From an optimization exercise on the open Yosys and OpenROAD flow, aimed at small area; shortcuts taken in it are not production practice. At most, simulation tests tie the RTL to the original design; equivalence was not proved. No functional check of the RTL was part of run 7.

==> flow/run.sh <==
#!/bin/bash
# synth_recipe.tcl (not shown) runs the flow's synth.tcl, then flattens the netlist and writes it again
# the make line also repeats each setting of config.mk as NAME=value (left out here)
make -C /OpenROAD-flow-scripts/flow DESIGN_CONFIG=/design/flow/config.mk WORK_HOME=/design/flow/orfs CLKGATE_MAP_FILE= SYNTH_SCRIPT=/design/flow/synth_recipe.tcl finish
==> flow/config.mk <==
export PLATFORM = sky130hd
export DESIGN_NAME = execute_unit
export DESIGN_NICKNAME = execute_unit
export VERILOG_FILES = /design/flow/design.v
export SDC_FILE = /design/flow/constraint.sdc
export NUM_CORES = 4
export LEC_CHECK = 0
export CAP_MARGIN = 20
export CORE_MARGIN = 2
export CORE_UTILIZATION = 40
export SLEW_MARGIN = 20
export SYNTH_HIERARCHICAL = 1
==> flow/constraint.sdc <==
create_clock -name core_clock -period 210.0 [get_ports {Clk}]
set_input_delay 42.0000 -clock core_clock [delete_from_list [all_inputs] [get_ports {Clk}]]
set_output_delay 42.0000 -clock core_clock [all_outputs]
set_load 0.01 [all_outputs]
==> flow/design.v <==
module execute_unit (
    input  logic        Clk,
    input  logic        Reset,
    input  logic [4:0]  Opcode,
    input  logic        I,
    input  logic [31:0] Op1,
    input  logic [31:0] Op2,
    input  logic [31:0] Immx,
    input  logic [31:0] BranchTarget,
    output logic [31:0] AluResult,
    output logic [4:0]  AluSignal,
    output logic [1:0]  Flags,
    output logic        IsSt,
    output logic        IsLd,
    output logic        IsBeq,
    output logic        IsBgt,
    output logic        IsRet,
    output logic        IsImmediate,
    output logic        IsWb,
    output logic        IsUBranch,
    output logic        IsCall,
    output logic [31:0] BranchPC,
    output logic        IsBranchTaken
);
    localparam logic [4:0] OP_CMP = 5'd5;
    localparam logic [4:0] OP_NOP = 5'd13;
    logic        op_valid;
    logic [31:0] a, b;
    logic [1:0]  flags_q;
    assign op_valid = (Opcode <= 5'd20);
    always_comb begin
        IsLd        = 1'b0;
        IsSt        = 1'b0;
        IsBeq       = 1'b0;
        IsBgt       = 1'b0;
        IsRet       = 1'b0;
        IsCall      = 1'b0;
        IsUBranch   = 1'b0;
        IsImmediate = 1'b0;
        IsWb        = 1'b0;
        AluSignal   = OP_NOP;
        if (op_valid) begin
            IsLd        = (Opcode == 5'd14);
            IsSt        = (Opcode == 5'd15);
            IsBeq       = (Opcode == 5'd16);
            IsBgt       = (Opcode == 5'd17);
            IsCall      = (Opcode == 5'd19);
            IsRet       = (Opcode == 5'd20);
            IsUBranch   = (Opcode == 5'd18) || (Opcode == 5'd19) || (Opcode == 5'd20);
            IsImmediate = I;
            IsWb        = (Opcode <= 5'd4) || ((Opcode >= 5'd6) && (Opcode <= 5'd12))
                          || (Opcode == 5'd14) || (Opcode == 5'd19);
            if (Opcode <= 5'd12)
                AluSignal = Opcode;
            else if (Opcode == 5'd14 || Opcode == 5'd15)
                AluSignal = 5'd0;
        end
    end
    assign a = Op1;
    assign b = IsImmediate ? Immx : Op2;
    logic m_add, m_sub, m_mul, m_div, m_rem, m_and, m_or, m_notb, m_movb;
    logic m_shl, m_shr, m_sra;
    assign m_add  = (AluSignal == 5'd0);
    assign m_sub  = (AluSignal == 5'd1) || (AluSignal == 5'd5);
    assign m_mul  = (AluSignal == 5'd2);
    assign m_div  = (AluSignal == 5'd3);
    assign m_rem  = (AluSignal == 5'd4);
    assign m_and  = (AluSignal == 5'd6);
    assign m_or   = (AluSignal == 5'd7);
    assign m_notb = (AluSignal == 5'd8);
    assign m_movb = (AluSignal == 5'd9);
    assign m_shl  = (AluSignal == 5'd10);
    assign m_shr  = (AluSignal == 5'd11);
    assign m_sra  = (AluSignal == 5'd12);
    logic dr, dlike, row0only, sa, sb;
    assign dr       = m_div | m_rem;
    assign dlike    = dr | m_shr | m_sra;           
    assign row0only = m_add | m_sub | m_notb | m_movb;
    assign sa       = a[31];
    assign sb       = b[31];
    logic [31:0] oh;
    always_comb begin
        oh = 32'd0;
        oh[b[4:0]] = 1'b1;
    end
    logic        inv_a, inc_a, use_a;
    logic [31:0] n_in;
    assign inv_a = sa & (dr | m_sra);
    assign inc_a = sa & dr;
    assign use_a = dlike | m_add | m_sub;
    assign n_in  = use_a ? ((a ^ {32{inv_a}}) + {31'd0, inc_a}) : 32'd0;
    logic [31:0] yv, y;
    logic        sv, yinv, cin, m_sh;
    assign m_sh = m_shl | m_shr | m_sra;
    assign yv   = m_sh ? oh : b;
    assign sv   = dr & sb;
    assign yinv = (dlike & ~sv) | m_sub | m_notb;
    assign cin  = (dlike & ~sv) | m_sub;
    assign y    = yv ^ {32{yinv}};
    logic [31:0] hz;
    assign hz[0] = 1'b1;
    genvar g;
    generate
        for (g = 1; g < 32; g++) begin : g_hz
            assign hz[g] = hz[g-1] & (yv[32-g] == sv);
        end
    endgenerate
    logic [31:0] en;
    always_comb begin
        en = a & {32{m_mul | m_shl}};
        if (row0only) en[0] = 1'b1;
    end
    logic [31:0] sel, r0;
    logic        co0;
    alu_array u_arr (.n_n(~n_in), .yq(y ^ 32'h5555_5555), .cin(cin), .dlike(dlike), .en(en), .hz(hz),
                     .sel(sel), .r0(r0), .co0(co0));
    logic        qtype, bzero, neg, xinv;
    logic [31:0] x, arr;
    assign qtype = m_div | m_shr | m_sra;
    assign bzero = (b == 32'd0);
    assign neg   = (m_div & (sa ^ sb) & ~bzero) | (m_rem & sa);
    assign xinv  = neg | (m_sra & sa);
    assign x     = qtype ? sel : r0;
    assign arr   = (x ^ {32{xinv}}) + {31'd0, neg};
    always_comb begin
        AluResult = 32'd0;
        if (m_and)
            AluResult = a & b;
        else if (m_or)
            AluResult = a | b;
        else if (row0only | m_mul | m_shl | dlike)
            AluResult = arr;
    end
    logic cmp_eq, cmp_lt, cmp_gt;
    assign cmp_eq = (r0 == 32'd0);
    assign cmp_lt = (sa ^ sb) ? sa : ~co0;
    assign cmp_gt = ~cmp_lt & ~cmp_eq;
    always_ff @(posedge Clk or negedge Reset) begin
        if (!Reset)
            flags_q <= 2'b00;
        else if (Opcode == OP_CMP)
            flags_q <= {cmp_gt, cmp_eq};
    end
    assign Flags         = flags_q;
    assign BranchPC      = IsRet ? Op1 : BranchTarget;
    assign IsBranchTaken = IsUBranch | (IsBeq & flags_q[0]) | (IsBgt & flags_q[1]);
endmodule
module cell_pg_e (input logic tn, input logic yn, output logic g, output logic p);
    assign g = ~(tn | yn);
    assign p = ~(tn & yn);
endmodule
module cell_pg_o (input logic t, input logic y, output logic gn, output logic pn);
    assign gn = ~(t & y);
    assign pn = ~(t | y);
endmodule
module cell_cy_e (input logic g, input logic p, input logic c, output logic cn);
    assign cn = ~(g | (p & c));
endmodule
module cell_cy_o (input logic gn, input logic pn, input logic cn, output logic c);
    assign c = ~(gn & (pn | cn));
endmodule
module cell_rz #(parameter bit TI = 1'b0, parameter bit YI = 1'b0, parameter bit CI = 1'b0,
                 parameter bit OI = 1'b0)
    (input logic t, input logic y, input logic c, input logic sel, output logic r);
    assign r = OI ^ ((t ^ TI) ^ (sel & ((y ^ YI) ^ (c ^ CI))));
endmodule
module alu_array (
    input  logic [31:0] n_n,
    input  logic [31:0] yq,
    input  logic        cin,
    input  logic        dlike,
    input  logic [31:0] en,
    input  logic [31:0] hz,
    output logic [31:0] sel,
    output logic [31:0] r0,
    output logic        co0
);
    logic [31:0] rq [0:32];
    logic [31:0] co;
    assign rq[32] = 32'd0;
    genvar g;
    generate
        for (g = 31; g >= 0; g--) begin : g_row
            localparam int W = 32 - g;
            logic [W-1:0] tq;        
            logic [W:0]   cq;        
            logic         cout;
            if (W == 1) begin : g_t1
                assign tq = n_n[g];
            end else begin : g_tn
                assign tq = {rq[g+1][W-2:0], n_n[g]};
            end
            assign cq[0] = cin;
            for (genvar i = 0; i < W; i++) begin : g_bit
                if (i % 2 == 0) begin : g_e
                    logic gg, pp;
                    cell_pg_e u_pg (.tn(tq[i]), .yn(yq[i]), .g(gg), .p(pp));
                    cell_cy_e u_cy (.g(gg), .p(pp), .c(cq[i]), .cn(cq[i+1]));
                    cell_rz #(.TI(1'b1), .YI(1'b1), .CI(1'b0), .OI((g != 0) && (i % 2 == 1)))
                        u_rz (.t(tq[i]), .y(yq[i]), .c(cq[i]), .sel(sel[g]), .r(rq[g][i]));
                end else begin : g_o
                    logic gg, pp;
                    cell_pg_o u_pg (.t(tq[i]), .y(yq[i]), .gn(gg), .pn(pp));
                    cell_cy_o u_cy (.gn(gg), .pn(pp), .cn(cq[i]), .c(cq[i+1]));
                    cell_rz #(.TI(1'b0), .YI(1'b0), .CI(1'b1), .OI(g != 0))
                        u_rz (.t(tq[i]), .y(yq[i]), .c(cq[i]), .sel(sel[g]), .r(rq[g][i]));
                end
            end
            if (W < 32) begin : g_pad
                assign rq[g][31:W] = '0;
            end
            assign cout   = (W % 2 == 1) ? ~cq[W] : cq[W];
            assign co[g]  = cout;
            assign sel[g] = dlike ? (cout & hz[g]) : en[g];
        end
    endgenerate
    assign r0  = rq[0];
    assign co0 = co[0];
endmodule
==> results of run 1 <==
[cells in the final DEF, fill, tap and decap left out, drive strengths merged, types with 7 or more instances in the layout]
| cell | synthesis | routed |
|---|---|---|
| nand2 | 1268 | 1268 |
| xnor2 | 623 | 623 |
| nor2 | 607 | 607 |
| xor2 | 541 | 541 |
| o21ai | 359 | 361 |
| a21oi | 359 | 359 |
| clkdlybuf4s50 | 0 | 215 |
| buf | 44 | 129 |
| mux2i | 73 | 73 |
| nor3 | 64 | 64 |
| inv | 59 | 59 |
| nand3 | 55 | 55 |
| nor4 | 44 | 44 |
| and2 | 37 | 37 |
| mux2 | 24 | 24 |
| o22ai | 24 | 24 |
| nand4 | 22 | 22 |
| and3 | 22 | 22 |
| nand2b | 17 | 17 |
| or3 | 15 | 15 |
| a31oi | 14 | 14 |
| o21a | 13 | 13 |
| a211oi | 13 | 13 |
| a22oi | 10 | 10 |
| nor2b | 10 | 10 |
| o211ai | 9 | 10 |
| nand3b | 9 | 9 |
| or2 | 9 | 9 |
| a221oi | 7 | 7 |
[cell usage after synthesis, types with 55 or more instances]
library cell	n	area (um^2)
inv_1	57	214.0
o21ai_1	265	1326
xor2_1	541	4738
nand3_1	55	275.3
nor2_1	607	2278
o21ai_0	93	465.5
xnor2_1	623	5456
mux2i_1	73	730.7
nor3_1	63	315.3
clkbuf_1	70	262.8
nand2_1	1268	4760
a21oi_2	273	2391
a21oi_1	86	430.4
[per-layer routing]
layer  GRT usage  share of wire  up-vias
met5           0        0.00013        -
met4     0.08078          0.029        2
met3     0.03185          0.070      159
met2      0.4682           0.46      964
met1      0.3816           0.44    14354
li1            -              -    15540
[final cells by class]
type	instances	area [um^2]
fillers	7102	34960
multi-input cells	4371	27690
repair buffers	344	3298
well taps	873	1092
inverters	60	230.2
clock buffers	3	75.07
flip-flops and latches	2	50.05
diodes	3	7.507
[metrics by stage]
step           area (um^2)
3_3_place_gp         31190
2_1_floorplan        27330
6_report             32440
3_5_place_dp         31220
5_1_grt              32430
4_1_cts              31290
[timing repair]
| item | 4_1_cts | 5_1_grt |
|---|---|---|
| gates resized for setup | 0 | 172 |
| endpoints found under the setup margin | 0 | 32 |
| setup buffers | 0 | 33 |
| endpoints found under the hold margin | 0 | 0 |
[logic make-up (layout without fill, tap and decap cells)]
logic type | count (synthesis) | count (layout) | share of synthesized area
buffers and inverters | 175 | 407 | 0.02880
other | 2 | 5 | 0.0002748
AO/OA/AOI/OAI | 880 | 883 | 0.2204
AND/OR/NAND/NOR | 2216 | 2216 | 0.3351
XOR/XNOR | 1164 | 1164 | 0.3731
multiplexers | 97 | 97 | 0.03663
adder cells (fa/ha/maj) | 9 | 9 | 0.003846
flip-flops | 2 | 2 | 0.001831
[Yosys stat by module, one instance, submodules excluded, excerpt]
| module | flops+latches | cells inside | cell area, um^2 | times used |
|---|---|---|---|---|
| cell_cy_e | 0 | 1 | 8.758 | 272 |
| cell_cy_o | 0 | 1 | 5.005 | 256 |
| alu_array | 0 | 103 | 590.6 | 1 |
| execute_unit | 2 | 1274 | 7879 | 1 |
| cell_pg_e | 0 | 2 | 7.507 | 272 |
| cell_pg_o | 0 | 2 | 7.507 | 256 |
==> results.cfg, run 1 <==
[setup_path]
cp_top_family = compound AO/OA/AOI/OAI gates
max_stage_delay_ns = 0.76
crit_type = input pin to primary output
r2r_slack_ns = 209.31
rr_endpoint = flags_q[1]
cp.required_ns = 168.00
worstRegToRegCells = 2
crit_buf_inv = 29
slowest_stage = a2111oi_4
crit_top_cell = a21oi_2
critPathLaunchType = input pin
crit_cells = 1065
endpoint_kind = primary output
critPathLaunch = Opcode[1]
cp.arrival_ns = 157.58
cp_max_fo = 33
r2r_start = flags_q[1]
endpoint = AluResult[21]

[place]
placed_cells = 5614
place_hpwl_um = 82250
io_buffers = 215
place_ws_ns = 1.776
gp_congestion = 1.043

[routing]
viasPerCell = 5.484
wl_per_cell_um = 18.34
routed_wl_um = 103700
drc = 0
vias = 31019
dr.pass1.iters = 6
ant_nets = 0
drtIter0Drc = 2672

[finish]
largest_reg_flops = 2
finalNetCount = 4924
areaGrowthSynthToFinish_pct = 18.71
final_util = 0.4813
drive_above_1_share = 0.1314
final_cells = 5656
regMostFlops = flags_q
reg_top3 = flags_q: 2 flops

[floorplanning]
io_pins = 217
dieArea_mm2 = 0.07043
core_mm2 = 0.06740
fp.dieW_um = 265.4
num_rows = 95
start_util = 0.4055
die_y_um = 265.4

[synth]
synth_cells = 4545
syn-num-nets = 4687
synth_warnings = 10
synth_top_flop_cell = dfrtp_1
ys_seq_elements = 2
ys_async_sr_fraction = 1.000
synth_cell_type_count = 96
yosysSeqAreaShare = 0.001831
syn_avg_cell_area_um2 = 6.013
synthesis.area_mm2 = 0.02733
synth_edf_count = 0

[grt]
grt_pass1_wl_um = 158800
antenna_found_initial = 2
grt_overflow = 0
groute.usage.overall = 0.2816
grt_max_degree = 79
grt_pass1_vias = 27110

[timing]
setup_ws_ns = 10.42
hold_violations = 0
skew_ns = 0
hold-worst-slack_ns = 0.5314
drv_slew = 0
tns_ns = 0
fin_crit_ns = 199.58
setup-violations-final = 0
slew_headroom = 0.2693
tightest_slew_ns = 1.096
max_freq_ghz = 0.005011
final.period_utilization = 0.9504

[min_path]
hold_end = flags_q[0]
min_path_type = flop to flop
whs_path_depth = 2
hp-start = flags_q[0]

[clock_network]
root_buffer = clkbuf_16
cts_sinks = 2
cts.reportedPaths.clkPinSlew_ns = 0.03
hold_buffers = 0
cts_buffers = 3
tritoncts = yes
clk_latency_ns = 0.22
clockBufferDepth = 2
htreeDepth = 1

[flow_run]
cap_viol_max_count = 0

[run_status]
status = timing/DRC/antenna clean
==> run 2: changes to the inputs <==
--- a/flow/design.v
+++ b/flow/design.v
@@ -89,5 +89,14 @@
     assign inc_a = sa & dr;
     assign use_a = dlike | m_add | m_sub;
-    assign n_in  = use_a ? ((a ^ {32{inv_a}}) + {31'd0, inc_a}) : 32'd0;
+    genvar g;
+    logic [31:0] ax, ac;
+    assign ax = a ^ {32{inv_a}};
+    assign ac[0] = inc_a;
+    generate
+        for (g = 1; g < 32; g++) begin : g_ainc
+            assign ac[g] = inc_a & (&ax[g-1:0]);
+        end
+    endgenerate
+    assign n_in  = use_a ? (ax ^ ac) : 32'd0;
     logic [31:0] yv, y;
     logic        sv, yinv, cin, m_sh;
@@ -100,8 +109,7 @@
     logic [31:0] hz;
     assign hz[0] = 1'b1;
-    genvar g;
     generate
         for (g = 1; g < 32; g++) begin : g_hz
-            assign hz[g] = hz[g-1] & (yv[32-g] == sv);
+            assign hz[g] = hz[g-1] & y[32-g];
         end
     endgenerate
@@ -113,5 +121,5 @@
     logic [31:0] sel, r0;
     logic        co0;
-    alu_array u_arr (.n_n(~n_in), .yq(y ^ 32'h5555_5555), .cin(cin), .dlike(dlike), .en(en), .hz(hz),
+    alu_array #(.SKIPMASK(8'b0001_0010)) u_arr (.n_n(~n_in), .yq(y ^ 32'h5555_5555), .cin(cin), .dlike(dlike), .en(en), .hz(hz),
                      .sel(sel), .r0(r0), .co0(co0));
     logic        qtype, bzero, neg, xinv;
@@ -122,5 +130,13 @@
     assign xinv  = neg | (m_sra & sa);
     assign x     = qtype ? sel : r0;
-    assign arr   = (x ^ {32{xinv}}) + {31'd0, neg};
+    logic [31:0] xx, xc;
+    assign xx = x ^ {32{xinv}};
+    assign xc[0] = neg;
+    generate
+        for (g = 1; g < 32; g++) begin : g_xinc
+            assign xc[g] = neg & (&xx[g-1:0]);
+        end
+    endgenerate
+    assign arr   = xx ^ xc;
     always_comb begin
         AluResult = 32'd0;
@@ -160,4 +176,13 @@
     assign c = ~(gn & (pn | cn));
 endmodule
+module cell_gp4 (input logic g0, input logic p0, input logic gn1, input logic pn1,
+                 input logic g2, input logic p2, input logic gn3, input logic pn3,
+                 output logic gg, output logic pp);
+    assign gg = ~gn3 | (~pn3 & (g2 | (p2 & (~gn1 | (~pn1 & g0)))));
+    assign pp = p0 & ~pn1 & p2 & ~pn3;
+endmodule
+module cell_cy4 (input logic gg, input logic pp, input logic c, output logic co);
+    assign co = gg | (pp & c);
+endmodule
 module cell_rz #(parameter bit TI = 1'b0, parameter bit YI = 1'b0, parameter bit CI = 1'b0,
                  parameter bit OI = 1'b0)
@@ -165,5 +190,5 @@
     assign r = OI ^ ((t ^ TI) ^ (sel & ((y ^ YI) ^ (c ^ CI))));
 endmodule
-module alu_array (
+module alu_array #(parameter logic [7:0] SKIPMASK = 8'b0000_0000) (
     input  logic [31:0] n_n,
     input  logic [31:0] yq,
@@ -192,15 +217,23 @@
             end
             assign cq[0] = cin;
+            logic [W-1:0] gq, pq;      
             for (genvar i = 0; i < W; i++) begin : g_bit
+                localparam bit SKIP = ((i % 4) == 3) && (SKIPMASK[i / 4] == 1'b1);
                 if (i % 2 == 0) begin : g_e
-                    logic gg, pp;
-                    cell_pg_e u_pg (.tn(tq[i]), .yn(yq[i]), .g(gg), .p(pp));
-                    cell_cy_e u_cy (.g(gg), .p(pp), .c(cq[i]), .cn(cq[i+1]));
-                    cell_rz #(.TI(1'b1), .YI(1'b1), .CI(1'b0), .OI((g != 0) && (i % 2 == 1)))
+                    cell_pg_e u_pg (.tn(tq[i]), .yn(yq[i]), .g(gq[i]), .p(pq[i]));
+                    cell_cy_e u_cy (.g(gq[i]), .p(pq[i]), .c(cq[i]), .cn(cq[i+1]));
+                    cell_rz #(.TI(1'b1), .YI(1'b1), .CI(1'b0), .OI(1'b0))
                         u_rz (.t(tq[i]), .y(yq[i]), .c(cq[i]), .sel(sel[g]), .r(rq[g][i]));
                 end else begin : g_o
-                    logic gg, pp;
-                    cell_pg_o u_pg (.t(tq[i]), .y(yq[i]), .gn(gg), .pn(pp));
-                    cell_cy_o u_cy (.gn(gg), .pn(pp), .cn(cq[i]), .c(cq[i+1]));
+                    cell_pg_o u_pg (.t(tq[i]), .y(yq[i]), .gn(gq[i]), .pn(pq[i]));
+                    if (SKIP) begin : g_skip
+                        logic gg, pp;
+                        cell_gp4 u_gp (.g0(gq[i-3]), .p0(pq[i-3]), .gn1(gq[i-2]), .pn1(pq[i-2]),
+                                       .g2(gq[i-1]), .p2(pq[i-1]), .gn3(gq[i]), .pn3(pq[i]),
+                                       .gg(gg), .pp(pp));
+                        cell_cy4 u_cy (.gg(gg), .pp(pp), .c(cq[i-3]), .co(cq[i+1]));
+                    end else begin : g_rip
+                        cell_cy_o u_cy (.gn(gq[i]), .pn(pq[i]), .cn(cq[i]), .c(cq[i+1]));
+                    end
                     cell_rz #(.TI(1'b0), .YI(1'b0), .CI(1'b1), .OI(g != 0))
                         u_rz (.t(tq[i]), .y(yq[i]), .c(cq[i]), .sel(sel[g]), .r(rq[g][i]));
--- a/flow/config.mk
+++ b/flow/config.mk
@@ -8,5 +8,5 @@
 export CAP_MARGIN = 20
 export CORE_MARGIN = 2
-export CORE_UTILIZATION = 40
+export CORE_UTILIZATION = 50
 export SLEW_MARGIN = 20
 export SYNTH_HIERARCHICAL = 1
==> results.cfg, run 2 <==
[run_status]
status = timing/DRC/antenna clean

[synth]
synth_common_cells = 1280 x nand2_1, 632 x xnor2_1, 592 x nor2_1, 528 x xor2_1, 275 x a21oi_2
synth_top_area_share = 0.1981
ys_async_sr_fraction = 1.000
syn_avg_cell_area_um2 = 6.031
synthesis.area_mm2 = 0.02795
synth_cell_type_count = 94
syn-num-nets = 4778
synth_top_flop_cell = dfrtp_1
yosysMostFrequentCell = nand2_1
ys_seq_elements = 2
synth_cells = 4634
yosysSeqAreaShare = 0.001791
synth.area.top_cells = xnor2_1 20%, nand2_1 17%, xor2_1 17%
synth_warnings = 10
synth_top_area_cell = xnor2_1
synth_edf_count = 0

[floorplanning]
dieArea_mm2 = 0.05780
die_y_um = 240.4
io_pins = 217
num_rows = 86
start_util = 0.5063
fp.dieW_um = 240.4
core_mm2 = 0.05520

[finish]
drive_above_1_share = 0.1065
nFillCells = 5679
regMostFlops = flags_q
layout_common_cells = 1280 x nand2_1, 609 x xnor2_1, 590 x nor2_1
finalNetCount = 4989
final_common_cell = nand2_1
n_antenna_cell = 0
areaGrowthSynthToFinish_pct = 13.14
reg_top3 = flags_q: 2 flops
largest_reg_flops = 2

[setup_path]
endpoint = AluResult[26]
max_stage_delay_ns = 0.99
cp.arrival_ns = 152.57
worstRegToRegCells = 1
crit_top_cell = o21ai_1
cp_max_fo = 52
endpoint_kind = primary output
r2r_start = flags_q[0]
cp_top_family = compound AO/OA/AOI/OAI gates
critPathLaunchType = input pin
critPathLaunch = Opcode[2]
r2r_slack_ns = 209.22
cp.required_ns = 168.00
crit_type = input pin to primary output
rr_endpoint = flags_q[0]
crit_buf_inv = 18
slowest_stage = clkdlybuf4s50_1
crit_cells = 561

[timing]
setup_ws_ns = 15.43
final.period_utilization = 0.9265
tightest_slew_ns = 1.208
hold_violations = 0
drv_slew = 0
fin_crit_ns = 194.57
setup-violations-final = 0
tns_ns = 0
max_freq_ghz = 0.005140
slew_headroom = 0.1861
rsz0062_at_grt = no
skew_ns = 0

[place]
io_buffers = 215
place_ws_ns = 16.48
gp_congestion = 1.081
place_hpwl_um = 78130

[grt]
grt_pass1_vias = 26660
antenna_found_initial = 1
grt_overflow = 0
grt_max_degree = 64
grt_pass1_wl_um = 151200
groute.usage.overall = 0.3262

[clock_network]
tritoncts = yes
cts_resized = 0
clockBufferDepth = 2
cts.reportedPaths.clkPinSlew_ns = 0.03
post_cts_buffers = 0
hold_buffers = 0
cts_sinks = 2
cts_buffers = 3
clk_latency_ns = 0.22
htreeDepth = 1
root_buffer = clkbuf_16

[routing]
routed_wl_um = 97980
dr.pass1.iters = 6
wl_per_cell_um = 17.52
ant_nets = 0
drc = 0
drtIter0Drc = 2308
vias = 31049
viasPerCell = 5.553

[min_path]
whs_path_depth = 1
min_path_type = flop to flop
hp-start = flags_q[1]
hold_end = flags_q[1]

[flow_run]
cap_viol_max_count = 0
==> run 2: cell count changes after synthesis, moves of 17 or more <==
cell	previous run	this run
nor3_1	63	46
and4bb_2	1	39
nand3_1	55	34
a21oi_1	86	54
a31o_1	0	38
mux2i_1	73	41
inv_1	57	168
a21o_1	6	50
==> run 2: area by class of cell <==
class | instances | area (um^2) | share of cell area
Clock buffer | 3 | 75.07 | 0.002374
Inverter | 171 | 641.9 | 0.02030
Timing Repair Buffer | 306 | 2830 | 0.08951
Tap cell | 748 | 935.9 | 0.02960
Multi-Input combinational cell | 4361 | 27090 | 0.8566
Sequential cell | 2 | 50.05 | 0.001583
==> run 2: layer usage <==
| metal | track usage | vias up | part of all wire |
|---|---|---|---|
| met5 | 0 | - | 0 |
| met4 | 0.08131 | 0 | 0.028 |
| met3 | 0.04099 | 149 | 0.068 |
| met2 | 0.5530 | 975 | 0.45 |
| met1 | 0.4345 | 14163 | 0.45 |
| li1 | - | 15762 | - |
==> run 2: kinds of logic (layout without fill, tap and decap cells) <==
| group | count (synthesis) | after routing | synth area share |
|---|---|---|---|
| AOI/OAI and AO/OA | 940 | 940 | 0.2340 |
| muxes | 59 | 59 | 0.02194 |
| and+or+nand+nor | 2181 | 2181 | 0.3305 |
| other | 2 | 2 | 0.0002687 |
| xor gates and xnor gates | 1161 | 1161 | 0.3643 |
| DFF | 2 | 2 | 0.001791 |
| buffers and inverters | 271 | 480 | 0.04003 |
| adders and majority gates | 18 | 18 | 0.007164 |
==> run 2: Yosys stat by module (local to each module, per instance), excerpt <==
module        cell area [um^2]  flops+latches
cell_cy_e                8.758              0
cell_gp4                 42.54              0
cell_pg_e                7.507              0
cell_cy4                 7.507              0
cell_cy_o                5.005              0
execute_unit              6787              2
cell_pg_o                7.507              0
==> run 2: per-stage QoR <==
stage | cell area [um^2] | hold slack, ns | util | instances
final | 31620 | 0.5403 | 0.5728 | 5591
after global routing | 31620 | 0.5812 | 0.5728 | 5591
after CTS | 31620 | 0.5583 | 0.5727 | 5591
after detailed placement | 31540 | 0.5526 | 0.5714 | 5588
after global placement | 31540 | 0.5339 | 0.5714 | 5588
after floorplan | 27950 | 0.5720 | - | 4634
==> run 3: changes to the inputs <==
--- a/flow/design.v
+++ b/flow/design.v
@@ -139,13 +139,12 @@
     endgenerate
     assign arr   = xx ^ xc;
-    always_comb begin
-        AluResult = 32'd0;
-        if (m_and)
-            AluResult = a & b;
-        else if (m_or)
-            AluResult = a | b;
-        else if (row0only | m_mul | m_shl | dlike)
-            AluResult = arr;
-    end
+    logic m_arr;
+    assign m_arr = row0only | m_mul | m_shl | dlike;
+    generate
+        for (g = 0; g < 32; g++) begin : g_res
+            alu_res_bit u_res (.arr(arr[g]), .a(a[g]), .b(b[g]), .m_and(m_and), .m_or(m_or),
+                               .m_arr(m_arr), .res(AluResult[g]));
+        end
+    endgenerate
     logic cmp_eq, cmp_lt, cmp_gt;
     assign cmp_eq = (r0 == 32'd0);
@@ -189,4 +188,8 @@
     (input logic t, input logic y, input logic c, input logic sel, output logic r);
     assign r = OI ^ ((t ^ TI) ^ (sel & ((y ^ YI) ^ (c ^ CI))));
+endmodule
+module alu_res_bit (input logic arr, input logic a, input logic b, input logic m_and,
+                    input logic m_or, input logic m_arr, output logic res);
+    assign res = (m_and & a & b) | (m_or & (a | b)) | (m_arr & arr);
 endmodule
 module alu_array #(parameter logic [7:0] SKIPMASK = 8'b0000_0000) (
--- a/flow/config.mk
+++ b/flow/config.mk
@@ -8,5 +8,5 @@
 export CAP_MARGIN = 20
 export CORE_MARGIN = 2
-export CORE_UTILIZATION = 50
+export CORE_UTILIZATION = 65
 export SLEW_MARGIN = 20
 export SYNTH_HIERARCHICAL = 1
==> results.cfg, run 3 <==
[floorplanning]
core_mm2 = 0.04204
num_rows = 75
dieArea_mm2 = 0.04440
fp.dieW_um = 210.7
io_pins = 217
start_util = 0.6607
die_y_um = 210.7

[setup_path]
worstRegToRegCells = 1
r2r_slack_ns = 209.23
cp_max_fo = 42
max_stage_delay_ns = 0.85
crit_buf_inv = 17
crit_type = input pin to primary output
critPathLaunchType = input pin
slowest_stage = clkdlybuf4s50_1
endpoint = AluResult[31]
cp_top_family = compound AO/OA/AOI/OAI gates
crit_top_cell = o21ai_1
endpoint_kind = primary output
cp.required_ns = 168.00
cp.arrival_ns = 149.24
crit_cells = 565
r2r_start = flags_q[0]
critPathLaunch = Opcode[4]
rr_endpoint = flags_q[0]

[synth]
synth.area.top_cells = xnor2_1 20%, nand2_1 18%, xor2_1 17%
yosysSeqAreaShare = 0.001802
synth_common_cells = 1297 x nand2_1, 624 x xnor2_1, 583 x nor2_1, 534 x xor2_1, 295 x o21ai_1
ys_async_sr_fraction = 1.000
synth_cells = 4630
synthesis.area_mm2 = 0.02778
synth_edf_count = 0
synth_top_area_share = 0.1968
syn_avg_cell_area_um2 = 5.999
syn-num-nets = 4772
synth_cell_type_count = 92
synth_top_area_cell = xnor2_1
synth_warnings = 10
yosysMostFrequentCell = nand2_1
ys_seq_elements = 2
synth_top_flop_cell = dfrtp_1

[routing]
ant_nets = 0
routed_wl_um = 92940
vias = 31814
viasPerCell = 5.901
wl_per_cell_um = 17.24
dr.pass1.iters = 6
drtIter0Drc = 3568
drc = 0

[timing]
skew_ns = 0
tightest_slew_ns = 1.099
final.period_utilization = 0.9106
fin_crit_ns = 191.24
slew_headroom = 0.2665
rsz0062_at_grt = no
tns_ns = 0
hold-worst-slack_ns = 0.5286
setup-violations-final = 0
max_freq_ghz = 0.005229
hold_violations = 0
drv_slew = 0

[clock_network]
cts.reportedPaths.clkPinSlew_ns = 0.03
cts_buffers = 3
clk_latency_ns = 0.22
hold_buffers = 0
tritoncts = yes
root_buffer = clkbuf_16
clockBufferDepth = 2
cts_resized = 0
cts_sinks = 2
post_cts_buffers = 0
htreeDepth = 1

[grt]
grt_pass1_vias = 27979
groute.usage.overall = 0.4038
grt_pass1_wl_um = 147000
grt_overflow = 0
antenna_found_initial = 3
grt_max_degree = 70

[place]
place_hpwl_um = 72270
io_buffers = 215
gp_congestion = 1.070

[finish]
final_common_cell = nand2_1
reg_top3 = flags_q: 2 flops
areaGrowthSynthToFinish_pct = 12.73
layout_common_cells = 1297 x nand2_1, 611 x xnor2_1, 581 x nor2_1
drive_above_1_share = 0.1012
multi_input_area_mm2 = 0.02696
ff_latch_area_um2 = 50.05
largest_reg_flops = 2
nFillCells = 3723
finalNetCount = 4996
n_antenna_cell = 0
regMostFlops = flags_q

[run_status]
status = timing/DRC/antenna clean

[min_path]
whs_path_depth = 2
min_path_type = flop to flop
hp-start = flags_q[1]
hold_end = flags_q[1]

[flow_run]
cap_viol_max_count = 0
[run 3: metal layers]
layer | routed length [um] | GRT usage | share of wire | vias up
li1 | - | - | - | 15714
met1 | 38550 | 0.5289 | 0.41 | 14487
met2 | 40650 | 0.6586 | 0.44 | 1336
met3 | 9745 | 0.07166 | 0.10 | 271
met4 | 3880 | 0.1515 | 0.042 | 6
met5 | 111 | 0.01446 | 0.0012 | -
[run 3: metrics by stage]
step | instances | util | instance area (um^2) | setup slack [ns]
after detailed placement | 5387 | 0.7419 | 31190 | 20.78
final | 5391 | 0.7448 | 31310 | 18.76
after global placement | 5387 | 0.7418 | 31180 | 23.74
after CTS | 5390 | 0.7437 | 31270 | 20.52
after global routing | 5391 | 0.7448 | 31310 | 8.895
after floorplan | 4630 | - | 27780 | 20.70
[run 3: kinds of logic (layout without fill, tap and decap cells)]
kind of cell,Yosys count,in the layout,share of synthesized area
flops,2,2,0.001802
mux,63,63,0.02338
xor+xnor,1158,1158,0.3652
compound gates,946,946,0.2360
fa+ha+maj,6,6,0.002703
other cells,2,2,0.0002704
buf+inv,285,507,0.04176
simple gates,2168,2168,0.3290
[run 3: final cells by class]
class / count / share of cell area
Multi-Input combinational cell: 4343 / 0.8609
Timing Repair Buffer: 294 / 0.08831
Inverter: 210 / 0.02521
Tap cell: 539 / 0.02154
Clock buffer: 3 / 0.002398
Sequential cell: 2 / 0.001598
[run 3: per-module statistics from Yosys (local to each module, per instance), excerpt]
module        copies in the design  area, um^2  flops+latches
alu_res_bit                     32       21.27              0
execute_unit                     1        5934              2
cell_cy_o                      218       5.005              0
cell_cy4                        38       7.507              0
cell_gp4                        38       42.54              0
cell_pg_e                      272       7.507              0
cell_pg_o                      256       7.507              0
cell_cy_e                      272       8.758              0
==> run 4: changes to the inputs <==
--- a/flow/design.v
+++ b/flow/design.v
@@ -121,5 +121,5 @@
     logic [31:0] sel, r0;
     logic        co0;
-    alu_array #(.SKIPMASK(8'b0001_0010)) u_arr (.n_n(~n_in), .yq(y ^ 32'h5555_5555), .cin(cin), .dlike(dlike), .en(en), .hz(hz),
+    alu_array #(.SKIPMASK(8'b0000_0000)) u_arr (.n_n(~n_in), .yq(y ^ 32'h5555_5555), .cin(cin), .dlike(dlike), .en(en), .hz(hz),
                      .sel(sel), .r0(r0), .co0(co0));
     logic        qtype, bzero, neg, xinv;
==> results.cfg, run 4 <==
[run_status]
status = timing/DRC/antenna clean

[synth]
yosysMostFrequentCell = nand2_1
ys_async_sr_fraction = 1.000
synth_top_area_cell = xnor2_1
ys_seq_elements = 2
synth_top_area_share = 0.2097
synth_common_cells = 1297 x nand2_1, 624 x xnor2_1, 583 x nor2_1, 534 x xor2_1, 295 x o21ai_1
synth_cells = 4364
synth_cell_type_count = 90
syn_avg_cell_area_um2 = 5.972
synth_warnings = 10
synth_top_flop_cell = dfrtp_1
yosysSeqAreaShare = 0.001920
synth_edf_count = 0
synth.area.top_cells = xnor2_1 21%, nand2_1 19%, xor2_1 18%
syn-num-nets = 4506
synthesis.area_mm2 = 0.02606

[clock_network]
clockBufferDepth = 2
tritoncts = yes
cts_buffers = 3
hold_buffers = 0
root_buffer = clkbuf_16
cts_sinks = 2
htreeDepth = 1
cts.reportedPaths.clkPinSlew_ns = 0.03
clk_latency_ns = 0.22

[floorplanning]
fp.dieW_um = 204.2
dieArea_mm2 = 0.04172
io_pins = 217
core_mm2 = 0.03964
start_util = 0.6575
die_y_um = 204.2
num_rows = 73

[setup_path]
crit_type = input pin to primary output
crit_cells = 1063
r2r_slack_ns = 209.20
slowest_stage = or4b_1
max_stage_delay_ns = 0.67
crit_buf_inv = 20
crit_top_cell = a21oi_2
cp.required_ns = 168.00
rr_endpoint = flags_q[0]
endpoint = AluResult[27]
r2r_start = flags_q[0]
cp.arrival_ns = 158.84
worstRegToRegCells = 1
cp_max_fo = 34
critPathLaunchType = input pin
endpoint_kind = primary output
cp_top_family = compound AO/OA/AOI/OAI gates
critPathLaunch = I

[routing]
ant_nets = 0
wl_met1_um = 35140
drtIter0Drc = 3054
routed_wl_um = 85000
wl_met2_um = 38310
viasPerCell = 5.866
dr.pass1.iters = 8
met3_length_um = 8370
top_layer = met5
vias = 30162
wl_per_cell_um = 16.53
drc = 0

[timing]
setup-violations-final = 0
tns_ns = 0
final.period_utilization = 0.9564
max_freq_ghz = 0.004979
skew_ns = 0
fin_crit_ns = 200.84
tightest_slew_ns = 1.090
drv_slew = 0
slew_headroom = 0.2734
hold_violations = 0

[finish]
regMostFlops = flags_q
layout_common_cells = 1296 x nand2_1, 609 x xnor2_1, 580 x nor2_1
nFillCells = 3359
areaGrowthSynthToFinish_pct = 16.60
reg_top3 = flags_q: 2 flops
drive_above_1_share = 0.1202
final_util = 0.7667
final_common_cell = nand2_1
final_cells = 5142
finalNetCount = 4760
largest_reg_flops = 2

[place]
gp_congestion = 1.044
placed_cells = 5099
place_hpwl_um = 64590
io_buffers = 215

[min_path]
hold_end = flags_q[1]
hp-start = flags_q[1]
whs_path_depth = 2
min_path_type = flop to flop

[grt]
grt_pass1_wl_um = 131400
grt_pass1_vias = 25562
groute.usage.overall = 0.3817
antenna_found_initial = 3
grt_max_degree = 67
grt_overflow = 0

[flow_run]
cap_viol_max_count = 0
[run 4: cell types whose count changed after synthesis, sizes merged]
cell and change:
o21ai -38, a31o -38, and4bb -38, inv -114, a21o -38
[run 4: timing repair]
item	4_1_cts	5_1_grt
buffers inserted	0	33
setup endpoints to repair	0	32
resized for setup	0	122
[run 4: area by class of cell]
| cell class | instances | area, um^2 | area share |
|---|---|---|---|
| Antenna cell | 1 | 2.502 | 0.00008234 |
| Clock buffer | 3 | 75.07 | 0.002470 |
| Inverter | 96 | 367.9 | 0.01210 |
| Multi-Input combinational cell | 4197 | 26230 | 0.8629 |
| Sequential cell | 2 | 50.05 | 0.001647 |
| Tap cell | 525 | 656.9 | 0.02161 |
| Timing Repair Buffer | 318 | 3013 | 0.09914 |
[run 4: metal layers]
layer | GRT usage | vias up
met5 | 0 | -
met4 | 0.1310 | 2
met3 | 0.05915 | 249
met2 | 0.6409 | 1237
met1 | 0.4945 | 13867
li1 | - | 14807
[run 4: cell families (layout without fill, tap and decap cells)]
kind of cell | after synthesis | count (layout) | synth area share
xor+xnor | 1158 | 1158 | 0.3891
compound gates | 832 | 836 | 0.2204
flops | 2 | 2 | 0.001920
buf+inv | 171 | 417 | 0.02808
simple gates | 2130 | 2132 | 0.3323
fa+ha+maj | 6 | 6 | 0.002880
mux | 63 | 63 | 0.02492
other cells | 2 | 3 | 0.0002881
[run 4: metrics by stage]
stage / cell area, um^2 / worst slack, ns / hold slack [ns]
global route: 30390 / -0.3430 / 0.5570
CTS: 29480 / 3.883 / 0.5410
detailed placement: 29400 / 4.135 / 0.5196
finish: 30390 / 9.159 / 0.5441
global placement: 29400 / 6.315 / 0.5112
floorplan: 26060 / 4.094 / 0.5308
[run 4: modules after synthesis (local to each module, per instance), excerpt]
| module | area, um^2 | cells inside |
|---|---|---|
| cell_pg_o | 7.507 | 2 |
| cell_cy_e | 8.758 | 1 |
| alu_res_bit | 21.27 | 4 |
| execute_unit | 5934 | 965 |
| cell_pg_e | 7.507 | 2 |
| cell_cy_o | 5.005 | 1 |
==> run 5: changes to the inputs <==
--- a/flow/config.mk
+++ b/flow/config.mk
@@ -8,5 +8,5 @@
 export CAP_MARGIN = 20
 export CORE_MARGIN = 2
-export CORE_UTILIZATION = 65
+export CORE_UTILIZATION = 50
 export SLEW_MARGIN = 20
 export SYNTH_HIERARCHICAL = 1
==> results.cfg, run 5 <==
[run_status]
status = timing/DRC/antenna clean

[setup_path]
endpoint_kind = primary output
crit_buf_inv = 27
cp.arrival_ns = 157.69
worstRegToRegCells = 1
critPathLaunch = Opcode[4]
r2r_start = flags_q[0]
crit_type = input pin to primary output
crit_top_cell = a21oi_2
cp_top_family = compound AO/OA/AOI/OAI gates
slowest_stage = or4_1
crit_cells = 1062
r2r_slack_ns = 209.23
rr_endpoint = flags_q[0]
cp_max_fo = 33
max_stage_delay_ns = 0.61
cp.required_ns = 168.00
critPathLaunchType = input pin
endpoint = AluResult[31]

[min_path]
whs_path_depth = 2
min_path_type = flop to flop
hold_end = flags_q[1]
hp-start = flags_q[1]

[synth]
synth.area.top_cells = xnor2_1 21%, nand2_1 19%, xor2_1 18%
synth_cell_type_count = 90
syn_avg_cell_area_um2 = 5.972
yosysSeqAreaShare = 0.001920
synth_top_family_by_area = XOR/XNOR gates
syn-num-nets = 4506
synth_cells = 4364
synth_warnings = 10
synth_common_cells = 1297 x nand2_1, 624 x xnor2_1, 583 x nor2_1, 534 x xor2_1, 295 x o21ai_1
muxShareOfSynthArea = 0.02491
synth_compound_area_frac = 0.2204
synth-simple-area-share = 0.3323
synthesis.area_mm2 = 0.02606
ys_async_sr_fraction = 1.000
yosysMostFrequentCell = nand2_1
synth_top_area_share = 0.2097
ys_seq_elements = 2
synth_top_area_cell = xnor2_1
synthAdderAreaFrac = 0.002880
synth_edf_count = 0
synth_top_flop_cell = dfrtp_1
synth-xor-area-share = 0.3891

[clock_network]
tritoncts = yes
root_buffer = clkbuf_16
htreeDepth = 1
hold_buffers = 0
cts.reportedPaths.clkPinSlew_ns = 0.03
clk_latency_ns = 0.22
cts_sinks = 2
cts_buffers = 3
clockBufferDepth = 2

[routing]
ant_nets = 0
dr.pass1.iters = 6
wl_per_cell_um = 16.79
routed_wl_um = 89000
viasPerCell = 5.463
drtIter0Drc = 2478
drc = 0
vias = 28961

[place]
io_buffers = 215
dpl-instance-area_mm2 = 0.02965
placed_cells = 5261
place_hpwl_um = 69250
gp_congestion = 0.9641

[timing]
fin_crit_ns = 199.69
drv_slew = 0
hold_violations = 0
final.period_utilization = 0.9509
tightest_slew_ns = 1.126
max_freq_ghz = 0.005008
skew_ns = 0
setup-violations-final = 0
slew_headroom = 0.2494

[grt]
grt_pass1_wl_um = 136800
top_usage_layer = met2
antenna_found_initial = 1
met1_usage = 0.4274
met3_usage = 0.03242
grt_overflow = 0
grt_max_degree = 65
met2_usage = 0.5199
groute.usage.overall = 0.3126
grt_pass1_vias = 24612

[finish]
regMostFlops = flags_q
final_common_cell = nand2_1
stdcell_area_mm2 = 0.03077
reg_top3 = flags_q: 2 flops
final_util = 0.5987
areaGrowthSynthToFinish_pct = 18.07
largest_reg_flops = 2
final_cells = 5301
finalNetCount = 4764
nFillCells = 5229
layout_common_cells = 1296 x nand2_1, 609 x xnor2_1, 581 x nor2_1
drive_above_1_share = 0.1268

[floorplanning]
io_pins = 217
dieArea_mm2 = 0.05397
fp.dieW_um = 232.3
core_mm2 = 0.05141
die_y_um = 232.3
num_rows = 83
start_util = 0.5070

[flow_run]
cap_viol_max_count = 0
==> run 5: cell types whose count changed in the layout (fill, tap and decap cells not counted), sizes merged <==
cell / before / now
o21ai: 339 / 341
clkbuf: 5 / 4
buf: 103 / 105
clkdlybuf4s50: 211 / 212
==> run 5: cells by family (layout without fill, tap and decap cells) <==
family,count (synthesis),in the layout
buf+inv,171,419
mux,63,63
fa+ha+maj,6,6
simple gates,2130,2132
flops,2,2
compound gates,832,838
xor+xnor,1158,1158
other cells,2,3
==> run 5: cell type report <==
| class | count | area [um^2] | share of cell area |
|---|---|---|---|
| clock buffers | 3 | 75.07 | 0.002439 |
| diodes | 1 | 2.502 | 0.00008131 |
| multi-input cells | 4199 | 26380 | 0.8573 |
| well taps | 680 | 850.8 | 0.02765 |
| inverters | 96 | 367.9 | 0.01195 |
| flip-flops and latches | 2 | 50.05 | 0.001626 |
| repair buffers | 320 | 3047 | 0.09900 |
==> run 5: stage by stage <==
stage          setup WS, ns  TNS, ns  hold slack, ns
6_report              10.31        0          0.5415
5_1_grt             -0.3365   -3.646          0.5777
4_1_cts               1.674        0          0.5498
3_5_place_dp          1.927        0          0.5411
3_3_place_gp          2.665        0          0.5261
2_1_floorplan         4.094        0          0.5308
==> run 5: timing repair <==
item,4_1_cts,5_1_grt
setup endpoints to repair,0,32
resized for setup,0,150
setup buffers,0,28
==> run 5: per-layer routing <==
metal,routed length [um],vias up,share of wire
met3,5227,138,0.059
met2,40560,724,0.46
met5,0,-,0
li1,-,14825,-
met1,40770,13274,0.46
met4,2441,0,0.027
==> run 5: Yosys stat by module, one instance, submodules excluded, a selection <==
module / copies in the design / cell area, um^2
cell_cy_e: 272 / 8.758
alu_res_bit: 32 / 21.27
execute_unit: 1 / 5934
cell_pg_e: 272 / 7.507
cell_cy_o: 256 / 5.005
cell_pg_o: 256 / 7.507
==> run 6: changes to the inputs <==
--- a/flow/config.mk
+++ b/flow/config.mk
@@ -8,5 +8,5 @@
 export CAP_MARGIN = 20
 export CORE_MARGIN = 2
-export CORE_UTILIZATION = 50
+export CORE_UTILIZATION = 75
 export SLEW_MARGIN = 20
 export SYNTH_HIERARCHICAL = 1
==> results.cfg, run 6 <==
[synth]
yosysSeqAreaShare = 0.001920
synth_top_flop_cell = dfrtp_1
ys_async_sr_fraction = 1.000
synth.area.top_cells = xnor2_1 21%, nand2_1 19%, xor2_1 18%
yosysMostFrequentCell = nand2_1
syn_avg_cell_area_um2 = 5.972
synth_warnings = 10
synth_cell_type_count = 90
synth_edf_count = 0
synth_top_area_share = 0.2097
synthesis.area_mm2 = 0.02606
synth_top_area_cell = xnor2_1
synth_cells = 4364
ys_seq_elements = 2
syn-num-nets = 4506
synth_common_cells = 1297 x nand2_1, 624 x xnor2_1, 583 x nor2_1, 534 x xor2_1, 295 x o21ai_1

[finish]
drive_above_1_share = 0.1269
regMostFlops = flags_q
areaGrowthSynthToFinish_pct = 16.80
final_common_cell = nand2_1
final_util = 0.8857
stdcell_area_mm2 = 0.03044
layout_common_cells = 1296 x nand2_1, 610 x xnor2_1, 581 x nor2_1
finalNetCount = 4755
reg_top3 = flags_q: 2 flops
largest_reg_flops = 2
final_cells = 5067
nFillCells = 1820

[routing]
ant_nets = 0
drc = 0
dr.pass1.iters = 8
wl_per_cell_um = 18.49
drtIter0Drc = 4133
routed_wl_um = 93690
viasPerCell = 6.454
vias = 32700

[setup_path]
worstRegToRegCells = 1
cp_max_fo = 34
slowest_stage = or4b_1
endpoint = AluResult[30]
max_stage_delay_ns = 0.68
cp_top_family = compound AO/OA/AOI/OAI gates
crit_cells = 1065
crit_type = input pin to primary output
cp.required_ns = 168.00
cp.arrival_ns = 162.08
crit_top_cell = a21oi_2
critPathLaunchType = input pin
r2r_start = flags_q[0]
r2r_slack_ns = 209.21
rr_endpoint = flags_q[0]
critPathLaunch = I
crit_buf_inv = 32
endpoint_kind = primary output

[floorplanning]
start_util = 0.7583
core_mm2 = 0.03437
dieArea_mm2 = 0.03626
die_y_um = 190.4
fp.dieW_um = 190.4
num_rows = 68
io_pins = 217

[grt]
grt_overflow = 0
grt_pass1_wl_um = 133900
antenna_found_initial = 1
groute.usage.overall = 0.4430
grt_max_degree = 76
grt_pass1_vias = 27970

[place]
gp_congestion = 1.022
io_buffers = 215
place_ws_ns = 1.920
dpl-instance-area_mm2 = 0.02930
placed_cells = 5028
place_hpwl_um = 65230

[timing]
setup-violations-final = 0
final.period_utilization = 0.9718
max_freq_ghz = 0.004900
hold-worst-slack_ns = 0.5730
tightest_slew_ns = 1.047
drv_slew = 0
fin_crit_ns = 204.08
slew_headroom = 0.2974
skew_ns = 0
hold_violations = 0
setup_ws_ns = 5.919
tns_ns = 0

[clock_network]
tritoncts = yes
cts_sinks = 2
cts_buffers = 3
cts.reportedPaths.clkPinSlew_ns = 0.03
hold_buffers = 0
clockBufferDepth = 2
clk_latency_ns = 0.22
htreeDepth = 1
root_buffer = clkbuf_16

[min_path]
min_path_type = flop to flop
hp-start = flags_q[0]
hold_end = flags_q[0]
whs_path_depth = 1

[run_status]
status = timing/DRC/antenna clean

[flow_run]
cap_viol_max_count = 0
-- run 6: cell types whose count changed in the layout (fill, tap and decap cells not counted), sizes merged --
cell,before,now
o21ai,341,340
nand2,1300,1299
clkbuf,4,9
o22ai,18,17
clkinv,2,3
inv,94,93
clkdlybuf4s50,212,210
dlymetal6s2s,2,0
buf,105,98
-- run 6: per-layer routing --
metal | GRT usage | wire length, um | vias up
met1 | 0.5279 | 34090 | 14983
met2 | 0.7429 | 41620 | 2303
met5 | 0 | 13 | -
met4 | 0.2439 | 6177 | 2
met3 | 0.08999 | 11780 | 611
li1 | - | - | 14801
-- run 6: cell families after synthesis --
family | after synthesis | synth area share
other | 2 | 0.0002881
DFF | 2 | 0.001920
muxes | 63 | 0.02492
adders and majority gates | 6 | 0.002880
xor gates and xnor gates | 1158 | 0.3891
AOI/OAI and AO/OA | 832 | 0.2204
and+or+nand+nor | 2130 | 0.3323
buffers and inverters | 171 | 0.02808
-- run 6: final cells by class --
class	count	area, um^2	area share
multi-input cells	4196	26370	0.8662
well taps	455	569.3	0.01870
inverters	96	374.1	0.01229
clock buffers	3	75.07	0.002466
repair buffers	314	3002	0.09860
flip-flops and latches	2	50.05	0.001644
diodes	1	2.502	0.00008220
-- run 6: timing repair --
item / CTS / global route
buffers inserted: 0 / 29
endpoints found under the setup margin: 0 / 32
resized for setup: 0 / 162
-- run 6: Yosys stat by module, one instance, submodules excluded, a selection --
| module | flops+latches | times used | cells | area, um^2 |
|---|---|---|---|---|
| alu_res_bit | 0 | 32 | 4 | 21.27 |
| cell_pg_o | 0 | 256 | 2 | 7.507 |
| cell_cy_o | 0 | 256 | 1 | 5.005 |
| cell_pg_e | 0 | 272 | 2 | 7.507 |
| cell_cy_e | 0 | 272 | 1 | 8.758 |
| execute_unit | 2 | 1 | 965 | 5934 |
==> run 7: changes to the inputs <==
==> flow/design.v (replaced) <==
module execute_unit (
    input  logic        Clk,
    input  logic        Reset,
    input  logic [4:0]  Opcode,
    input  logic        I,
    input  logic [31:0] Op1,
    input  logic [31:0] Op2,
    input  logic [31:0] Immx,
    input  logic [31:0] BranchTarget,
    output logic [31:0] AluResult,
    output logic [4:0]  AluSignal,
    output logic [1:0]  Flags,
    output logic        IsSt,
    output logic        IsLd,
    output logic        IsBeq,
    output logic        IsBgt,
    output logic        IsRet,
    output logic        IsImmediate,
    output logic        IsWb,
    output logic        IsUBranch,
    output logic        IsCall,
    output logic [31:0] BranchPC,
    output logic        IsBranchTaken
);
    localparam logic [4:0] OP_CMP = 5'd5;
    localparam logic [4:0] OP_NOP = 5'd13;
    logic        op_valid;
    logic [31:0] alu_a, alu_b;
    logic [31:0] div_q, mod_r;
    logic [1:0]  flags_q;
    logic        cmp_eq, cmp_gt;
    assign op_valid = (Opcode <= 5'd20);
    always_comb begin
        IsLd        = 1'b0;
        IsSt        = 1'b0;
        IsBeq       = 1'b0;
        IsBgt       = 1'b0;
        IsRet       = 1'b0;
        IsCall      = 1'b0;
        IsUBranch   = 1'b0;
        IsImmediate = 1'b0;
        IsWb        = 1'b0;
        AluSignal   = OP_NOP;
        if (op_valid) begin
            IsLd        = (Opcode == 5'd14);
            IsSt        = (Opcode == 5'd15);
            IsBeq       = (Opcode == 5'd16);
            IsBgt       = (Opcode == 5'd17);
            IsCall      = (Opcode == 5'd19);
            IsRet       = (Opcode == 5'd20);
            IsUBranch   = (Opcode == 5'd18) || (Opcode == 5'd19) || (Opcode == 5'd20);
            IsImmediate = I;
            IsWb        = (Opcode <= 5'd4) || ((Opcode >= 5'd6) && (Opcode <= 5'd12))
                          || (Opcode == 5'd14) || (Opcode == 5'd19);
            if (Opcode <= 5'd12)
                AluSignal = Opcode;
            else if (Opcode == 5'd14 || Opcode == 5'd15)
                AluSignal = 5'd0;
        end
    end
    assign alu_a = Op1;
    assign alu_b = IsImmediate ? Immx : Op2;
    always_comb begin
        div_q = 32'd0;
        mod_r = 32'd0;
        if (alu_b == 32'd0) begin
            div_q = 32'hFFFF_FFFF;
            mod_r = alu_a;
        end else if (alu_a == 32'h8000_0000 && alu_b == 32'hFFFF_FFFF) begin
            div_q = 32'h8000_0000;
            mod_r = 32'd0;
        end else begin
            div_q = $signed(alu_a) / $signed(alu_b);
            mod_r = $signed(alu_a) % $signed(alu_b);
        end
    end
    always_comb begin
        AluResult = 32'd0;
        case (AluSignal)
            5'd0:    AluResult = alu_a + alu_b;
            5'd1:    AluResult = alu_a - alu_b;
            5'd2:    AluResult = alu_a * alu_b;
            5'd3:    AluResult = div_q;
            5'd4:    AluResult = mod_r;
            5'd5:    AluResult = alu_a - alu_b;
            5'd6:    AluResult = alu_a & alu_b;
            5'd7:    AluResult = alu_a | alu_b;
            5'd8:    AluResult = ~alu_b;
            5'd9:    AluResult = alu_b;
            5'd10:   AluResult = alu_a << alu_b[4:0];
            5'd11:   AluResult = alu_a >> alu_b[4:0];
            5'd12:   AluResult = $signed(alu_a) >>> alu_b[4:0];
            default: AluResult = 32'd0;
        endcase
    end
    assign cmp_eq = (alu_a == alu_b);
    assign cmp_gt = ($signed(alu_a) > $signed(alu_b));
    always_ff @(posedge Clk or negedge Reset) begin
        if (!Reset)
            flags_q <= 2'b00;
        else if (Opcode == OP_CMP)
            flags_q <= {cmp_gt, cmp_eq};
    end
    assign Flags         = flags_q;
    assign BranchPC      = IsRet ? Op1 : BranchTarget;
    assign IsBranchTaken = IsUBranch | (IsBeq & flags_q[0]) | (IsBgt & flags_q[1]);
endmodule
--- a/flow/config.mk
+++ b/flow/config.mk
@@ -8,5 +8,4 @@
 export CAP_MARGIN = 20
 export CORE_MARGIN = 2
-export CORE_UTILIZATION = 75
+export CORE_UTILIZATION = 40
 export SLEW_MARGIN = 20
-export SYNTH_HIERARCHICAL = 1
==> results.cfg, run 7 <==
[synth]
syn_avg_cell_area_um2 = 6.809
synth-xor-area-share = 0.08527
muxShareOfSynthArea = 0.02343
synthAdderAreaFrac = 0.2962
yosysMostFrequentCell = nand2_1
synth_common_cells = 1197 x nand2_1, 986 x nor2_1, 752 x ha_1, 701 x inv_1, 687 x a21oi_1
synthesis.area_mm2 = 0.05954
yosysSeqAreaShare = 0.0008405
ys_async_sr_fraction = 1.000
synth_top_family_by_area = adder cells
synth_compound_area_frac = 0.2629
synth_top_area_cell = ha_1
syn-num-nets = 10043
synth_top_area_share = 0.1580
synth-simple-area-share = 0.2562
synth_edf_count = 0
synth_cells = 8744
synth_warnings = 1
synth.area.top_cells = ha_1 16%, fa_1 14%, nand2_1 7.5%
synth_cell_type_count = 124
ys_seq_elements = 2
synth_top_flop_cell = dfrtp_1

[min_path]
min_path_type = flop to flop
hp-start = flags_q[1]
hold_end = flags_q[1]
whs_path_depth = 2

[timing]
rsz0062_at_grt = no
hold_violations = 0
tns_ns = 0
max_freq_ghz = 0.005220
slew_headroom = 0.1187
tightest_slew_ns = 1.311
setup_ws_ns = 18.41
final.period_utilization = 0.9123
setup-violations-final = 0
fin_crit_ns = 191.59
skew_ns = 0
drv_slew = 0
hold-worst-slack_ns = 1.132

[routing]
vias = 71500
ant_nets = 0
viasPerCell = 6.685
dr.pass1.iters = 7
wl_per_cell_um = 32.53
drc = 0
drtIter0Drc = 9592
routed_wl_um = 347900

[clock_network]
cts_sinks = 2
cts_buffers = 3
root_buffer = clkbuf_16
clk_latency_ns = 0.22
cts.reportedPaths.clkPinSlew_ns = 0.03
tritoncts = yes
clockBufferDepth = 2
htreeDepth = 1
post_cts_buffers = 0
hold_buffers = 0
cts_resized = 0

[setup_path]
cp_max_fo = 60
critPathLaunchType = input pin
cp.required_ns = 168.00
worstRegToRegCells = 2
slowest_stage = clkdlybuf4s50_1
endpoint_kind = primary output
crit_type = input pin to primary output
r2r_slack_ns = 208.70
rr_endpoint = flags_q[0]
r2r_start = flags_q[0]
cp.arrival_ns = 149.59
max_stage_delay_ns = 1.10
crit_top_cell = ha_1

[grt]
antenna_found_initial = 18
groute.usage.overall = 0.4407
grt_overflow = 0
grt_pass1_vias = 67380
grt_pass1_wl_um = 489200
grt_max_degree = 64

[place]
io_buffers = 215
place_hpwl_um = 273500
gp_congestion = 1.145
place_ws_ns = 21.62

[finish]
layout_common_cells = 1196 x nand2_1, 983 x nor2_1, 752 x ha_1
final_common_cell = nand2_1
areaGrowthSynthToFinish_pct = 8.189
nFillCells = 15543
finalNetCount = 10057
largest_reg_flops = 2
drive_above_1_share = 0.05859
reg_top3 = flags_q: 2 flops
regMostFlops = flags_q

[floorplanning]
die_y_um = 389.8
start_util = 0.4027
fp.dieW_um = 389.8
num_rows = 141
dieArea_mm2 = 0.1520
core_mm2 = 0.1478
io_pins = 217

[run_status]
status = timing/DRC/antenna clean

[flow_run]
cap_viol_max_count = 0
==> run 7: changes by cell type in the layout (fill, tap and decap cells not counted), sizes merged, moves of 136 or more <==
cell / change
ha: +746
inv: +623
fa: +411
nor2: +405
a21oi: +352
xor2: -350
nor3: +255
xnor2: -230
a21o: +198
nand3: +160
o21a: +136
==> run 7: logic make-up after synthesis <==
logic type | Yosys count
AO/OA/AOI/OAI | 2375
multiplexers | 131
adder cells (fa/ha/maj) | 1163
AND/OR/NAND/NOR | 3341
other | 1
buffers and inverters | 1153
XOR/XNOR | 578
flip-flops | 2
==> run 7: area by class of cell <==
type                            count  area [um^2]  share of cell area
Antenna cell                        9        22.52           0.0003496
Clock buffer                        3        75.07            0.001165
Inverter                          728         2739             0.04252
Multi-Input combinational cell   7589        55350              0.8592
Sequential cell                     2        50.05           0.0007769
Tap cell                         1930         2415             0.03749
Timing Repair Buffer              434         3770             0.05852
==> run 7: through the flow <==
stage / utilization / area, um^2 / std cells
2_1_floorplan: - / 59540 / 8744
3_3_place_gp: 0.4348 / 64280 / 10682
3_5_place_dp: 0.4349 / 64290 / 10683
4_1_cts: 0.4354 / 64370 / 10686
5_1_grt: 0.4356 / 64400 / 10689
6_report: 0.4357 / 64420 / 10695
==> run 7: worst max-delay path by stage <==
stage,from,endpoint,slack (ns),cells after the start
3_3_place_gp,Opcode[4],AluResult[18],23.15,362
3_5_place_dp,Opcode[4],AluResult[18],21.62,369
2_1_floorplan,Opcode[4],AluResult[30],38.92,396
4_1_cts,Opcode[4],AluResult[18],21.29,369
5_1_grt,Opcode[4],AluResult[30],12.67,379
6_report,Opcode[4],AluResult[18],18.41,369
==> run 7: routing by layer <==
metal	up-vias	track usage	wire, um
met5	-	0	96
met4	16	0.2906	29290
met3	1252	0.1153	43610
met2	4826	0.6357	138700
met1	34598	0.5762	136200
li1	30808	-	-
==> run 7: critical path: cells and delay by family <==
kind / cells / cell delay [ns]
buf+inv: 33 / 8.83
compound gates: 182 / 52.00
simple gates: 114 / 32.11
xor+xnor: 2 / 1.10
fa+ha+maj: 32 / 10.91
mux: 6 / 2.33

-- afterwards: timing with drivers on the ports --
The results above use ideal ports. As a check the final layouts listed here were re-extracted and re-timed, cells and wires unchanged. Step 1: set_driving_cell puts a clkbuf_16 on Clk and a buf_2 on each other input, an assumption about the parent block. Step 2 times the ports against the registers' clock, not the clock port: input delays grow and output delays shrink by t, the midpoint of the rising clock arrivals with the driver on. Three values: ideal ports, drivers, drivers and shift; two values: the first two.
| run | t (ns) | setup slack, ns | worst setup path after step 2 | worst data-port slew with drivers (ns) |
|---|---|---|---|---|
| run 1 | 0.245 | 10.422 / 10.400 / 10.400 | input to output | 0.07 |
| run 2 | 0.249 | 15.431 / 15.405 / 15.405 | input to output | 0.06 |
| run 3 | 0.247 | 18.765 / 18.738 / 18.738 | input to output | 0.08 |
| run 4 | 0.248 | 9.159 / 9.127 / 9.127 | input to output | 0.07 |
| run 5 | 0.242 | 10.311 / 10.285 / 10.285 | input to output | 0.07 |
| run 6 | 0.247 | 5.919 / 5.858 / 5.858 | input to output | 0.08 |
| run 7 | 0.240 | 18.411 / 18.357 / 18.357 | input to output | 0.14 |
After both steps every run listed still meets setup and hold. For run 6, which loses most, drivers alone change the setup slack by -0.061 ns; drivers and shift together by -0.061 ns.
